From an optimization exercise on the open Yosys and OpenROAD flow, aimed at small area; shortcuts taken in it are not production practice. For this run, only the layout was checked, not whether the RTL still works. Power is estimated from default activity; no workload was simulated.

File: design/flow/config.mk
export PLATFORM = sky130hd
export DESIGN_NAME = csr_top
export DESIGN_NICKNAME = csr_top
export VERILOG_FILES = /design/flow/design.v
export SDC_FILE = /design/flow/constraint.sdc
export NUM_CORES = 4
export LEC_CHECK = 0
export CAP_MARGIN = 20
export CORE_MARGIN = 2
export CORE_UTILIZATION = 70
export CTS_BUF_LIST = sky130_fd_sc_hd__clkbuf_8
export CTS_CLUSTER_DIAMETER = 60
export CTS_CLUSTER_SIZE = 18
export SLEW_MARGIN = 20
export SYNTH_HIERARCHICAL = 1
export SYNTH_MINIMUM_KEEP_SIZE = 0
File: design/flow/constraint.sdc
create_clock -name core_clock -period 8.0 [get_ports {clk}]
set_input_delay 1.6000 -clock core_clock [delete_from_list [all_inputs] [get_ports {clk}]]
set_output_delay 1.6000 -clock core_clock [all_outputs]
set_load 0.01 [all_outputs]
File: design/flow/design.v
`timescale 1ns/1ps
`default_nettype none
module csr_top
(
    input  wire         clk,
    input  wire         rst,
    input  wire         req_sel,
    input  wire         req_read,
    input  wire [15:0]  req_addr,
    input  wire [31:0]  req_wdat,
    output reg          rsp_dack,
    output reg  [31:0]  rsp_rdat,
    output wire [177:0] ctrlFields,
    input  wire [7:0]   curWavePosition
);
    localparam int N = 13;
    localparam logic [N*16-1:0] ADDRS = {
        16'h2F04, 16'h2F00, 16'h2054, 16'h2050, 16'h204C, 16'h2048,
        16'h2018, 16'h2014, 16'h2010, 16'h200C, 16'h2008, 16'h2004, 16'h2000
    };
    localparam logic [N*32-1:0] RESETS = {
        32'd8, 32'd11, 32'hFD78_0C32, 32'h0000_1000, 32'd0, 32'd0,
        32'd1000, 32'd0, 32'd1, 32'd0, 32'd0, 32'd1, 32'd1000
    };
    localparam logic [15:0] ADDR_WAVE = 16'h2058;
    logic [N-1:0] hit;
    logic         hitWave;
    logic         hitAny;
    always_comb
    begin
        for (int i = 0; i < N; i++)
            hit[i] = (req_addr == ADDRS[i*16 +: 16]);
    end
    assign hitWave = (req_addr == ADDR_WAVE);
    assign hitAny  = (|hit) | hitWave;
    logic [31:0] dZero;
    logic [31:0] dOne;
    assign dZero = req_wdat & ~{32{rst}};
    assign dOne  = req_wdat | {32{rst}};
    logic [31:0] regs [N];
    for (genvar k = 0; k < N; k++)
    begin : g_word
        logic        load;
        logic [31:0] dIn;
        assign load = rst | (req_sel & ~req_read & hit[k]);
        for (genvar b = 0; b < 32; b++)
        begin : g_bit
            assign dIn[b] = RESETS[k*32 + b] ? dOne[b] : dZero[b];
        end
        always_ff @(posedge clk)
        begin
            if (load)
                regs[k] <= dIn;
        end
    end
    assign ctrlFields[177:162] = regs[0][15:0];
    assign ctrlFields[161:146] = regs[1][15:0];
    assign ctrlFields[145:130] = regs[4][15:0];
    assign ctrlFields[129:114] = regs[6][15:0];
    assign ctrlFields[113:98]  = regs[11][15:0];
    assign ctrlFields[97:90]   = regs[2][7:0];
    assign ctrlFields[89:82]   = regs[3][7:0];
    assign ctrlFields[81:74]   = regs[5][7:0];
    assign ctrlFields[73:66]   = regs[12][7:0];
    assign ctrlFields[65]      = regs[7][0];
    assign ctrlFields[64]      = regs[8][0];
    assign ctrlFields[63:32]   = regs[9];
    assign ctrlFields[31:0]    = regs[10];
    logic [7:0] posNow;
    logic [7:0] posOld;
    logic       rstPrev;
    always_ff @(posedge clk)
    begin
        posNow  <= curWavePosition;
        posOld  <= posNow;
        rstPrev <= rst;
    end
    logic          ackPend;
    logic [3:0]    selCode;
    logic [N:0]    selHot;
    always_ff @(posedge clk)
    begin
        ackPend <= req_sel & hitAny;
        selCode <= 4'd15;
        for (int i = 0; i < N; i++)
            if (hit[i]) selCode <= 4'(i);
        if (hitWave && !rstPrev) selCode <= 4'd13;
    end
    selDecode selDecode_i (.code(selCode), .hot(selHot));
    logic [31:0] term [N+1];
    logic [31:0] grp [5];
    logic [31:0] rdMux;
    always_comb
    begin
        for (int i = 0; i < N; i++)
            term[i] = regs[i] & {32{selHot[i]}};
        term[N] = {24'b0, posOld & {8{selHot[N]}}};
        grp[0] = term[0] | term[1] | term[2];
        grp[1] = term[3] | term[4] | term[5];
        grp[2] = term[6] | term[7] | term[8];
        grp[3] = term[9] | term[10] | term[11];
        grp[4] = term[12] | term[13];
        rdMux = ~(~grp[0] & ~grp[1] & ~grp[2] & ~grp[3] & ~grp[4]);
    end
    always_ff @(posedge clk)
    begin
        rsp_dack <= ackPend & ~rst;
        rsp_rdat <= rdMux;
    end
endmodule
`default_nettype wire
`default_nettype none
module selDecode
(
    input  wire [3:0]  code,
    output logic [13:0] hot
);
    always_comb
    begin
        for (int i = 0; i < 14; i++)
            hot[i] = (code == 4'(i));
    end
endmodule
`default_nettype wire
File: design/flow/flow/run.sh
#!/bin/bash
# Standard layout, with the smallest buffer on every input and output port.
set -euo pipefail
export BUFFER_PORTS_ARGS="-buffer_cell sky130_fd_sc_hd__buf_1"
bash standard.sh > standard_flow.log 2>&1
File: design/flow/standard.sh
#!/bin/bash
# synth_recipe.tcl (not shown) runs the flow's synth.tcl, then flattens the netlist and writes it again
# the make line also repeats each setting of config.mk as NAME=value (left out here)
make -C /OpenROAD-flow-scripts/flow DESIGN_CONFIG=/design/flow/config.mk WORK_HOME=/design/flow/orfs CLKGATE_MAP_FILE= SYNTH_SCRIPT=/design/flow/synth_recipe.tcl "${@:-finish}"
==> run_results.csv <==
group,metric,value,unit
worst_setup_path,start_kind,"input port",
clock_tree,cts_num_sinks,471,
synthesis,post_synth_instance_area,0.0177,mm²
job,timing.max_cap.violations,0,
synthesis,yosys.cell_types.count,40,
synthesis,async_reset_ff_frac,0,
global_routing,antenna_found_initial,0,
floorplan,chipHeight,163,µm
timing,fmax,281,MHz
synthesis,synth_sequential_area_ratio,0.769,
synthesis,yosys.area.top_type_share,0.707,
cells_and_area,fin_nets,1253,
clock_tree,setup_bufs_post_cts,0,
global_routing,global_route.usage.total,0.326,
worst_setup_path,crit_path_max_fanout,20,
cells_and_area,fin_cells,1547,
floorplan,effective_utilization_at_floorplan,0.708,
power,cellPowerDensity,226,mW/mm²
synthesis,yosysMostFrequentCell,"sky130_fd_sc_hd__edfxtp_1",
worst_setup_path,worst_r2r_setup_slack,5.40,ns
worst_setup_path,slowest_delay,0.59,ns
clock_tree,cts_buffer_depth,3,
power,leakage_component_of_the_power,6.32,nW
worst_setup_path,critical_path.cell_chain,"buf_1 -> nor4_2 -> and3_1 -> nand3b_1 -> o21bai_4 -> buf_4",
route,final_antenna_net_count,0,
timing,hold_violations_final,0,
route,vias_after_detailed_routing,10400,
route,detailedRoute.firstPassIterationCount,5,
floorplan,floorplan.die_area,0.0265,mm²
timing,setup-violations-final,0,
placed_design,place_ws,3.83,ns
synthesis,synthesis.yosys.warnings,11,
clock_tree,cts_tree,"built",
power,peakVddDrop,0.000224,V
synthesis,synth-edff-count,416,
timing,worst_pin_slew,1.19,ns
clock_tree,htree_levels,1,
worst_setup_path,cp.arrival,3.84,ns
synthesis,synth_top_cells_by_area,"sky130_fd_sc_hd__edfxtp_1 (71%), sky130_fd_sc_hd__dfxtp_1 (6.2%), sky130_fd_sc_hd__buf_4 (4.8%), sky130_fd_sc_hd__a22oi_1 (3.4%), sky130_fd_sc_hd__a221oi_1 (3.2%)",
placed_design,globalplace.congestion,0.801,
synthesis,postSynthAreaPerCell,17.0,µm²
timing,rsz0062_at_grt,"no",
timing,setup_ws,4.45,ns
global_routing,grt_first_pass_wirelength,62200,µm
route,remaining_drc_errors,0,
clock_tree,ctsRootBufferMaster,"sky130_fd_sc_hd__clkbuf_8",
run_status,status,"finished clean",
synthesis,postSynthNetCount,1097,
clock_tree,cts_hold_repair_buffers,0,
global_routing,pin_count_of_the_biggest_net_entering_global_routing,71,
route,finalWirelength,43500,µm
timing,fin_crit_sh,0.444,
placed_design,numPortBuffers,270,
synthesis,synthTopCellsByCount,"sky130_fd_sc_hd__edfxtp_1 (416), sky130_fd_sc_hd__buf_4 (114), sky130_fd_sc_hd__a22oi_1 (80)",
cells_and_area,drive_gt1_frac,0.0937,
synthesis,post_synth_inst_count,1037,
clock_tree,worst_skew_pair_latency,0.62,ns
floorplan,io_pins,271,
clock_tree,numCtsBuffers,31,
timing,max_transition_viols_final,0,
floorplan,placement_rows,58,
power,design_power_total,4.27,mW
worst_setup_path,worstSetupPathType,"input port to register",
floorplan,core-area,0.0250,mm²
cells_and_area,syn2layout_area_growth,6.86,%
cells_and_area,final_util,0.757,
floorplan,die_x,163,µm
placed_design,place_inst,1490,
route,drt-wirelength-per-cell,28.1,µm
synthesis,synthFlopType,"sky130_fd_sc_hd__edfxtp_1",
route,drt_iter0_drc,1418,
route,avgViaCountPerCell,6.70,
timing,timing.final.crit_period,3.55,ns
clock_tree,cts.clk_slew.worst_paths,0.10,ns
timing,clock_skew,0.0206,ns
global_routing,grt.overflow.total,0,
worst_setup_path,cp_data_required_time,8.29,ns
worst_hold_path,min-delay-path-class,"register to register",
timing,timing.max_slew.rel_slack,0.205,
worst_setup_path,critical_path.endpoint_type,"register",
placed_design,hpwl_detailed,24200,µm
synthesis,synth.ff_latch_count,471,
worst_setup_path,critical-path-slowest-cell,"sky130_fd_sc_hd__o21bai_4",
timing,setup_tns,0,ns
synthesis,netlist.top_cell.by_area,"sky130_fd_sc_hd__edfxtp_1",
cells_and_area,diodes,0,
global_routing,first_global_vias,9917,
clock_tree,cts_resized,0,
## layer usage
| metal | vias to the layer above | GRT usage | part of all wire | wire (µm) |
|---|---|---|---|---|
| li1 | 4348 | - | - | - |
| met1 | 5180 | 0.470 | 0.38 | 16700 |
| met5 | - | 0 | 0 | 0 |
| met2 | 748 | 0.534 | 0.49 | 21200 |
| met4 | 0 | 0.0865 | 0.023 | 1000 |
| met3 | 85 | 0.0469 | 0.11 | 4640 |
## per-module statistics from Yosys (local to each module, per instance)
module	cell area (µm²)	flops+latches	times used	cells inside
selDecode	267	0	1	18
csr_top	17400	471	1	1019
## final timing paths
kind,start,end,cells after the start
worst max-delay path,req_addr[9],regs[4][26],6
worst max register to register,selCode[1],rsp_rdat[31],5
worst min register to register,posNow[2],posOld[2],0
worst min-delay path,posNow[2],posOld[2],0
## cells by family after synthesis
logic type	after synthesis	share of synthesized area
buffers and inverters	169	0.0628
AND/OR/NAND/NOR	169	0.0620
flip-flops	471	0.769
AO/OA/AOI/OAI	228	0.106
## state kept, by name (all words and copies together) (netlist names)
| name | count |
|---|---|
| ackPend | 1 |
| posNow | 8 |
| rstPrev | 1 |
| selCode | 4 |
| rsp_rdat | 32 |
| regs | 416 |
| rsp_dack | 1 |
| posOld | 8 |
## critical path: cells and delay by family
kind,cells,cell delay (ns)
buffers and inverters,2,0.54
AO/OA/AOI/OAI,1,0.59
AND/OR/NAND/NOR,3,1.09
## area by class of cell
cell class,count,area (µm²)
flip-flops and latches,471,13600
fillers,1500,6070
multi-input cells,397,3130
repair buffers,292,1200
clock buffers,32,440
well taps,330,413
clock inverters,25,116
## cell usage in the layout, fill, tap and decap left out, types with 4 or more instances in the layout
| cell | synthesis | routed |
|---|---|---|
| sky130_fd_sc_hd__nand2_1 | 40 | 40 |
| sky130_fd_sc_hd__nor2b_1 | 37 | 37 |
| sky130_fd_sc_hd__a221oi_1 | 64 | 64 |
| sky130_fd_sc_hd__buf_4 | 114 | 21 |
| sky130_fd_sc_hd__or2_2 | 23 | 23 |
| sky130_fd_sc_hd__dfxtp_1 | 55 | 55 |
| sky130_fd_sc_hd__and4bb_2 | 0 | 5 |
| sky130_fd_sc_hd__a22oi_1 | 80 | 80 |
| sky130_fd_sc_hd__a222oi_1 | 24 | 24 |
| sky130_fd_sc_hd__nand4_1 | 10 | 10 |
| sky130_fd_sc_hd__buf_1 | 3 | 269 |
| sky130_fd_sc_hd__clkbuf_8 | 0 | 32 |
| sky130_fd_sc_hd__a21oi_1 | 5 | 5 |
| sky130_fd_sc_hd__nor4b_4 | 5 | 5 |
| sky130_fd_sc_hd__o21bai_4 | 0 | 13 |
| sky130_fd_sc_hd__edfxtp_1 | 416 | 416 |
| sky130_fd_sc_hd__nor2_1 | 4 | 4 |
| sky130_fd_sc_hd__nand3_1 | 29 | 29 |
| sky130_fd_sc_hd__a22o_1 | 32 | 32 |
| sky130_fd_sc_hd__inv_1 | 0 | 20 |
## report_power, final
part	switching (mW)	total (mW)	internal [mW]
sequential	0.0825	2.95	2.87
combinational	0.167	0.225	0.0577
clock	0.712	1.09	0.380
## per-stage QoR
stage                     instance area [µm²]  hold WS, ns
after floorplan                         17700        0.310
after global placement                  18300        0.311
after detailed placement                18300        0.315
after CTS                               18900        0.336
after global routing                    18900        0.337
final                                   18900        0.336

## static timing again, ports no longer ideal
Ports are ideal in the flow. The routed layout listed here was re-timed in OpenROAD. Step 1 assumes that a clkbuf_16 drives the clock port and a buf_2 every other input. Step 2, shift: input delay + t, output delay - t, t = (earliest + latest rising clock arrival at the registers) / 2. This alone moves slack from input paths to output paths. Slacks: ideal / step 1 / step 2; pairs: ideal / step 1.
t, ns: 0.653
setup WS [ns]: 4.447 / 4.474 / 3.821
worst register clock-pin slew, ns: 0.11 / 0.11
cell pins on the clock port's net: 1
After both steps this run still meets setup and hold. The setup slack of this run moves by +0.027 ns with the drivers and by -0.626 ns with both steps.
